This design comes from an exercise in tuning for small area, a short achievable clock period and few clock cycles per item on the open sky130 flow, not from production work.
Only simulation tests tie the RTL to the original design; equivalence was not proved.
Power figures rest on the tool's default switching activity, not on a simulated workload.

## execTop
module execTop (
	input logic clk,
	input logic rst,
	input logic start,
	input logic [2:0] op,  
	input logic [31:0] opA,
	input logic [31:0] opB,
	output logic [31:0] result,
	output logic neq,
	output logic lt,
	output logic done,
	output logic busy
);
Size in the first run: ~180 flip-flops, about 110 I/O pins, roughly 17,000 um^2 of cells after synthesis.
clock: 6.0 ns
lec_check: 0
abc_area: 1
cap_margin: 20
core_margin: 2
core_utilization: 55
setup_slack_margin: 3.0
slew_margin: 20
run.sh (not shown) runs the stock make flow with config.mk's settings and CLKGATE_MAP_FILE= SYNTH_SCRIPT=/design/flow/synth_recipe.tcl, a recipe that flattens the netlist after the stock synthesis.
The first run finished clean.
Testbench counts at the start, summed over its fixed seeds: cycles 15,655, ops 12,000.
==> next run, changes <==
- CORE_UTILIZATION: 55 -> 40
- SETUP_SLACK_MARGIN: 3.0 -> 3.3
=> The changed run ran to the end with no violations; clock skew decreases by 0.0056 ns; non-clock buffer count goes up by 37; synthesized area does not change; clock-buffer cell count came out higher by 2; register-to-register slack gains 0.20 ns.
==> next run, changes <==
- CTS_BUF_LIST: default -> sky130_fd_sc_hd__clkbuf_4 sky130_fd_sc_hd__clkbuf_8
- SETUP_SLACK_MARGIN: 3.3 -> 3.0
Core utilization decreases by 4.3 points.
Setup slack degrades by 0.20 ns.
Via count decreases by a few percent.
Wire length decreases by a few percent.
First-iteration DRC count decreases by roughly a tenth.
Power decreases by roughly a tenth.
Global-route usage decreases by 0.57 points.
Clock-buffer cell count increases by 1.
Sequential share of layout area increases by 1.2 points.
Design area decreases by a little under a tenth.

========
== build 88 ==
Another version of the RTL of execTop (not shown whole).
Size in the first run: ~2,200 cells after synthesis, ~180 flip-flops, roughly 110 I/O pins.
Settings: LEC_CHECK=0, ABC_AREA=1, CAP_MARGIN=20, CORE_MARGIN=2, CORE_UTILIZATION=40, SETUP_SLACK_MARGIN=3.0, SLEW_MARGIN=20; clock period 6.0 ns.
Build 88 reached the final stage; the timing, DRC and antenna checks on its layout passed.
Testbench counts of build 88, summed over its fixed seeds: cycles 15,655, ops 12,000.
Here is what was changed in the inputs of build 82 compared with build 88.
# build 88
export LEC_CHECK = 0
export ABC_AREA = 1
export CAP_MARGIN = 20
export CORE_MARGIN = 2
export CORE_UTILIZATION = 40
export SETUP_SLACK_MARGIN = 3.0
export SLEW_MARGIN = 20
create_clock -name core_clock -period 6.0 [get_ports {clk}]
# build 82
export LEC_CHECK = 0
export ABC_AREA = 1
export CAP_MARGIN = 20
export CORE_MARGIN = 2
export CORE_UTILIZATION = 40
export CTS_BUF_LIST = sky130_fd_sc_hd__clkbuf_4 sky130_fd_sc_hd__clkbuf_8
export SETUP_SLACK_MARGIN = 3.1
export SLEW_MARGIN = 20
create_clock -name core_clock -period 6.0 [get_ports {clk}]
Results
The final layout from build 82, which completed every stage, passed the timing, DRC and antenna checks at the end of the flow. HPWL reported at the end of detailed placement (lower): build 88. Build 88 → build 82: combinational power higher, share of the cycle needed by the critical path after routing lower, setup slack of the critical path after layout higher. Fraction of layout instances using a drive strength above 1 on build 82 is up relative to build 88. Clock power improves in build 82 relative to build 88. The internal power in build 82 is 0.918 times that in build 88. Build 88 -> build 82: iteration-0 DRC count of the detailed router increased by a few percent. | sequential share of power | lower: build 88 |. Going from build 88 to build 82, worst hold slack has increased; met1 layer wirelength in the final routing has increased.

========
## build 19
execTop with an RTL version that a note above also has.
Size in the first run: roughly 2300 cells after synthesis, ~180 flip-flops, roughly 110 I/O pins, about 17000 sq um of cells after synthesis.
// execTop
module execTop (
	input logic clk,
	input logic rst,
	input logic start,
	input logic [2:0] op,  
	input logic [31:0] opA,
	input logic [31:0] opB,
	output logic [31:0] result,
	output logic neq,
	output logic lt,
	output logic done,
	output logic busy
);
	execPkg::word_t latA;
	execPkg::word_t latB;
	logic [2:0] latOp;
	logic [execPkg::mulDigits-1:0] digOne;
	logic [execPkg::mulDigits-1:0] digTwo;
	logic [execPkg::mulDigits-1:0] digNeg;
	execPkg::word_t aluSum;
	execPkg::word_t aluCarry;
	logic aluCin;
	logic aluNeq;
	logic aluLt;
	execPkg::word_t nextSum;
	execPkg::word_t nextCarry;
	execPkg::word_t accSum;
	execPkg::word_t accCarry;
	logic firstStep;
	execControl control (
		.clk(clk),
		.rst(rst),
		.start(start),
		.op(op),
		.opA(opA),
		.opB(opB),
		.latA(latA),
		.latB(latB),
		.latOp(latOp),
		.digOne(digOne),
		.digTwo(digTwo),
		.digNeg(digNeg),
		.aluSum(aluSum),
		.aluCarry(aluCarry),
		.aluCin(aluCin),
		.aluNeq(aluNeq),
		.aluLt(aluLt),
		.nextSum(nextSum),
		.nextCarry(nextCarry),
		.accSum(accSum),
		.accCarry(accCarry),
		.firstStep(firstStep),
		.result(result),
		.neq(neq),
		.lt(lt),
		.done(done),
		.busy(busy)
	);
	aluUnit alu (
		.opA(latA),
		.opB(latB),
		.op(latOp),
		.aluSum(aluSum),
		.aluCarry(aluCarry),
		.aluCin(aluCin),
		.aluNeq(aluNeq),
		.aluLt(aluLt)
	);
	mulUnit mul (
		.mcand(latA),
		.digOne(digOne),
		.digTwo(digTwo),
		.digNeg(digNeg),
		.accSum(firstStep ? '0 : accSum),
		.accCarry(firstStep ? '0 : accCarry),
		.nextSum(nextSum),
		.nextCarry(nextCarry)
	);
endmodule
==> flow/config.mk <==
export PLATFORM = sky130hd
export DESIGN_NAME = execTop
export DESIGN_NICKNAME = execTop
export VERILOG_FILES = /design/flow/design.v
export SDC_FILE = /design/flow/constraint.sdc
export NUM_CORES = 4
export LEC_CHECK = 0
export ABC_AREA = 1
export CAP_MARGIN = 20
export CORE_MARGIN = 2
export CORE_UTILIZATION = 40
export CTS_CLUSTER_DIAMETER = 100
export CTS_CLUSTER_SIZE = 40
export SETUP_SLACK_MARGIN = 3.0
export SLEW_MARGIN = 20
==> flow/constraint.sdc <==
create_clock -name core_clock -period 6.0 [get_ports {clk}]
set_input_delay 1.2000 -clock core_clock [delete_from_list [all_inputs] [get_ports {clk}]]
set_output_delay 1.2000 -clock core_clock [all_outputs]
set_load 0.01 [all_outputs]
Build 19 | status: complete | timing, DRC, antenna: pass
Testbench counts of build 19, summed over its fixed seeds: cycles 15,655, ops 12,000.
The inputs of build 14 differ from those of build 19 as listed below.
Settings: clearing CTS_CLUSTER_SIZE, which used to be 40; clearing ABC_AREA, which used to be 1; clearing CTS_CLUSTER_DIAMETER, which used to be 100.
--- outcome ---
- Higher maximum vdd drop among build 19 and build 14: build 19
- Taking build 19 as the reference point, the arrival time at the worst endpoint of build 14 falls by 0.19 ns.
- Looking at capturing instance or port of the critical path, the control.accCarry[28]$_DFF_P_ result is from build 19; the control.rowLt$_DFFE_PP_ one comes from build 14.
- Re worst hold slack after final layout: build 19 was lower than build 14.
- Summary: post-route cell area, build 14 worse than build 19
- In the tables for build 19 and build 14, internal power contribution reads lower with build 19.
Inputs modified between build 14 and build 26:
Settings: putting ABC_AREA at 1 where nothing was set; swapping 3.0 for 3.6 in SETUP_SLACK_MARGIN.
==> results.txt <==
- Side by side, post-synthesis share of cell area spent on xor and xnor gates turned out lower in build 26 than in build 14.
- Build 26 vs build 14: sequential share of layout area down in build 26
- Side by side, final wirelength turned out higher in build 26 than in build 14.
- Re switching power total: build 26 is 1.2% up on build 14.
Edits applied to the flow inputs when going from build 26 to build 1:
Settings: a change of CAP_MARGIN from 20 to 10; a change of SLEW_MARGIN from 20 to 10; a change of SETUP_SLACK_MARGIN from 3.6 to 3.0.
Findings:
- When build 1 is measured against build 26, its clock tree buffer count of the final layout turns out 3 higher.
- Delta (build 1 minus build 26): total placed cells including tap cells stayed essentially flat, post-route clock period utilization rose by 2.3 points.

## re-timing with driven ports
The flow's constraints put no driver on any port. The routed layouts listed below were extracted and timed again, unchanged, in two steps.
Step 1, drivers: a clkbuf_16 drives clk and a buf_2 each remaining input, both assumed.
Step 2 adds t to the input delays and takes it off the output delays; t is the mean of the earliest and latest rising clock arrival at the registers after step 1. Input paths then give back, and output paths get back, about the clock's delay inside the block.
Three values: no drivers, after step 1, after step 2; two values: the first two.
run	t, ns	slack for setup (ns)	slew at the worst register clock pin (ns)
the first run of note 1	0.524	2.992 / 2.992 / 2.992	0.09 / 0.09
the second run of note 1	0.557	3.194 / 3.194 / 3.076	0.08 / 0.08
the third run of note 1	0.635	2.999 / 2.999 / 2.648	0.11 / 0.11
build 88	0.530	3.037 / 3.020 / 2.597	0.08 / 0.08
build 82	0.600	3.101 / 3.101 / 2.664	0.11 / 0.11
build 19	0.554	3.046 / 3.046 / 2.625	0.08 / 0.08
build 14	0.520	3.006 / 3.000 / 2.741	0.09 / 0.09
build 26	0.563	3.182 / 3.182 / 3.056	0.08 / 0.08
build 1	0.554	3.046 / 3.046 / 2.625	0.08 / 0.08
After both steps every run listed still meets setup and hold. The setup slack of build 88, which loses most, moves by -0.017 ns with the drivers and by -0.440 ns with both steps.
